This is an optimization exercise on Yosys and OpenROAD, whose aim is small area, a short achievable clock period and few clock cycles, not a production implementation.
In this exercise RTL edits were held to simulation tests only and were not proved equivalent to the original.
Power is estimated from default activity; no workload was simulated.

## lagoon
==> flow/design.v <==
package rt_pkg;
    localparam int unsigned CAMERA_IW = 16;
    localparam int unsigned CAMERA_QW = 16;
    localparam int unsigned CAMERA_WL = CAMERA_IW + CAMERA_QW;
endpackage
module rt_rgu #(
    parameter int unsigned WL = rt_pkg::CAMERA_WL
) (
    input  logic [WL-1:0] base,
    input  logic [WL-1:0] delta,
    input  logic          cin,
    output logic [WL-1:0] next
);
    localparam int unsigned LV = $clog2(WL);
    logic [(LV+1)*WL-1:0] g, p;
    logic [WL-1:0]        hp;
    assign hp = base ^ delta;
    always_comb begin
        g = '0;
        p = '0;
        g[WL-1:0] = base & delta;
        p[WL-1:0] = hp;
        g[0] = (base[0] & delta[0]) | (hp[0] & cin);
        for (int l = 0; l < LV; l++) begin
            for (int i = 0; i < WL; i++) begin
                if (((i >> l) & 1) == 1) begin
                    g[(l+1)*WL + i] = g[l*WL + i]
                                    | (p[l*WL + i] & g[l*WL + ((i >> l) << l) - 1]);
                    p[(l+1)*WL + i] = p[l*WL + i] & p[l*WL + ((i >> l) << l) - 1];
                end else begin
                    g[(l+1)*WL + i] = g[l*WL + i];
                    p[(l+1)*WL + i] = p[l*WL + i];
                end
            end
        end
        next = hp ^ {g[LV*WL +: WL-1], cin};
    end
endmodule
module rt_frag_stream #(
    parameter int unsigned IW = rt_pkg::CAMERA_IW,
    parameter int unsigned QW = rt_pkg::CAMERA_QW
) (
    input  logic          clk,
    input  logic          resetn,
    input  logic          start,
    input  logic          abort,
    output logic          busy,
    output logic          done,
    input  logic [31:0]   image_width,
    input  logic [31:0]   image_height,
    input  logic [31:0]   camera_center_x,
    input  logic [31:0]   camera_center_y,
    input  logic [31:0]   camera_center_z,
    input  logic [31:0]   pixel_delta_u_x,
    input  logic [31:0]   pixel_delta_u_y,
    input  logic [31:0]   pixel_delta_u_z,
    input  logic [31:0]   pixel_delta_v_x,
    input  logic [31:0]   pixel_delta_v_y,
    input  logic [31:0]   pixel_delta_v_z,
    input  logic [31:0]   pixel_00_loc_x,
    input  logic [31:0]   pixel_00_loc_y,
    input  logic [31:0]   pixel_00_loc_z,
    output logic          m_valid,
    input  logic          m_ready,
    output logic [31:0]   m_data,
    output logic          m_last
);
    logic [IW-1:0] img_w, img_h;
    logic          unused_bits;
    logic busy_q, init_q, valid_q, done_q;
    logic          lc_q, lr_q, last_q, w1_q;
    logic [IW-1:0] xrem_q, yrem_q, wm1_q;
    logic [31:0]   acc_q, row_q, step_q;
    logic          idle, hs, adv, row_start, lc_a, lr_a;
    logic [IW-1:0] xdec, ydec;
    logic [31:0]   sum;
    assign img_w = image_width[QW +: IW];
    assign img_h = image_height[QW +: IW];
    assign unused_bits = ^{image_width[QW-1:0], image_height[QW-1:0],
                           camera_center_y, camera_center_z,
                           pixel_delta_u_y, pixel_delta_u_z,
                           pixel_delta_v_y, pixel_delta_v_z,
                           pixel_00_loc_y, pixel_00_loc_z};
    assign idle      = ~(init_q | valid_q);
    assign hs        = valid_q & m_ready;
    assign adv       = init_q | hs;
    assign row_start = init_q | lc_q;
    assign xdec      = xrem_q - IW'(1);
    assign ydec      = yrem_q - IW'(1);
    rt_rgu #(
        .WL (32)
    ) u_rgu (
        .base  (lc_q ? row_q : acc_q),
        .delta (step_q),
        .cin   (init_q),
        .next  (sum)
    );
    always_comb begin
        lc_a = (xrem_q == IW'(1));
        lr_a = lr_q;
        if (row_start) begin
            lr_a = (yrem_q == IW'(1));
        end
        if (lc_q && !init_q) begin
            lc_a = w1_q;
        end
    end
    always_ff @(posedge clk or negedge resetn) begin
        if (!resetn) begin
            busy_q  <= 1'b0;
            init_q  <= 1'b0;
            valid_q <= 1'b0;
            done_q  <= 1'b0;
        end else begin
            done_q <= 1'b0;
            init_q <= 1'b0;
            if (abort) begin
                busy_q  <= 1'b0;
                valid_q <= 1'b0;
            end else if (!busy_q) begin
                if (start) begin
                    if (img_w != '0 && img_h != '0) begin
                        busy_q <= 1'b1;
                        init_q <= 1'b1;
                    end else begin
                        done_q <= 1'b1;
                    end
                end
            end else if (init_q) begin
                valid_q <= 1'b1;
            end else if (hs && last_q) begin
                busy_q  <= 1'b0;
                valid_q <= 1'b0;
                done_q  <= 1'b1;
            end
        end
    end
    always_ff @(posedge clk) begin
        if (idle) begin
            step_q <= ~camera_center_x;
            row_q  <= pixel_00_loc_x;
            xrem_q <= img_w;
            yrem_q <= img_h;
            lc_q   <= 1'b1;
        end
        if (adv) begin
            acc_q  <= sum;
        end
        if (!idle && adv) begin
            step_q <= lc_a ? pixel_delta_v_x : pixel_delta_u_x;
            lc_q   <= lc_a;
            lr_q   <= lr_a;
            last_q <= lc_a & lr_a;
            if (row_start) begin
                row_q  <= sum;
                yrem_q <= ydec;
            end
            if (init_q) begin
                xrem_q <= xdec;
                wm1_q  <= xdec;
                w1_q   <= (xrem_q == IW'(1));
            end else if (lc_q) begin
                xrem_q <= wm1_q;
            end else begin
                xrem_q <= xdec;
            end
        end
    end
    assign busy    = busy_q;
    assign done    = done_q;
    assign m_valid = valid_q;
    assign m_data  = acc_q;
    assign m_last  = last_q;
endmodule
Settings: LEC_CHECK=0, CAP_MARGIN=20, CORE_MARGIN=2, CORE_UTILIZATION=40, SLEW_MARGIN=20; clock period 10.0 ns.
standard.sh (not shown) runs the stock make flow with config.mk's settings and CLKGATE_MAP_FILE= SYNTH_SCRIPT=/design/flow/synth_recipe.tcl, a recipe that flattens the netlist after the stock synthesis.
==> flow/flow/run.sh <==
#!/bin/bash
# Standard ORFS layout with small port buffers, a compact clock tree and a
# tighter setup target for the resizer's timing repair. Each ORFS step keeps
# its full log under orfs/logs; make's own output goes to standard_make.log.
set -euo pipefail
export BUFFER_PORTS_ARGS="-buffer_cell sky130_fd_sc_hd__buf_1"
export CTS_ARGS="-sink_clustering_enable -repair_clock_nets -buf_list {sky130_fd_sc_hd__clkbuf_4 sky130_fd_sc_hd__clkbuf_8} -sink_clustering_size 30 -sink_clustering_max_diameter 100 -dont_use_dummy_load"
bash standard.sh BUFFER_PORTS_ARGS="$BUFFER_PORTS_ARGS" CTS_ARGS="$CTS_ARGS" SETUP_SLACK_MARGIN=6.5 finish > standard_make.log 2>&1
lagoon finished every stage and its layout cleared the timing, DRC and antenna checks.
Testbench counts of lagoon, summed over its fixed seeds: cycles 25,740.
Changes in fjord relative to lagoon:
Settings: setting TNS_END_PERCENT to 0 for the first time.
==> flow/flow/run.sh <==
#!/bin/bash
# Standard ORFS layout with small port buffers, a compact clock tree and a
# tighter setup target for the resizer's timing repair. Each ORFS step keeps
# its full log under orfs/logs; make's own output goes to standard_make.log.
set -euo pipefail
export BUFFER_PORTS_ARGS="-buffer_cell sky130_fd_sc_hd__buf_1"
export CTS_ARGS="-sink_clustering_enable -repair_clock_nets -buf_list {sky130_fd_sc_hd__clkbuf_8 sky130_fd_sc_hd__clkbuf_16} -sink_clustering_size 30 -sink_clustering_max_diameter 100 -dont_use_dummy_load"
bash standard.sh BUFFER_PORTS_ARGS="$BUFFER_PORTS_ARGS" CTS_ARGS="$CTS_ARGS" SETUP_SLACK_MARGIN=7.0 finish > standard_make.log 2>&1
Highest layer used for signal routing: met4 -> lagoon, met5 -> fjord
Hold slack essentially unchanged between fjord and lagoon.
Setup slack: fjord > lagoon
fjord against lagoon: wire length of the first global-routing pass +2.6%, area added between synthesis and finish increased 6.6 points, relative slew slack went down 23 points, combinational share of power has decreased, fraction of layout instances using a drive strength above 1 increased 3.1 points.
Cell with the largest stage delay on the worst path: sky130_fd_sc_hd__edfxtp_1 -> fjord, sky130_fd_sc_hd__or3_1 -> lagoon
Delta (fjord minus lagoon): share of final layout cell area taken by non-clock buffers climbed 0.69 points; wire length climbed 2.4%; fraction of standard cell area in multi-input logic barely changed.

## what the ideal ports hide
No port has a modelled driver above. Below, the same layouts with a new extraction and two added sets of constraints. Step 1 sets driving cells, clkbuf_16 on the clock port and buf_2 on the other inputs (assumed; they add their load-dependent delay and slew). Step 2 also shifts input and output timing later by t, the mid clock arrival at the registers, as if the neighbouring blocks saw the same clock. Slacks: no drivers / after step 1 / after step 2; pairs: no drivers / after step 1.
run	t (ns)	slack for setup (ns)	hold WS [ns]
lagoon	0.472	6.532 / 6.547 / 6.075	0.471 / 0.471 / 0.471
fjord	0.467	6.790 / 6.790 / 6.368	0.474 / 0.474 / 0.474
After both steps setup and hold are still met in every run listed. For lagoon, which loses most, drivers alone change the setup slack by +0.015 ns; drivers and shift together by -0.457 ns.
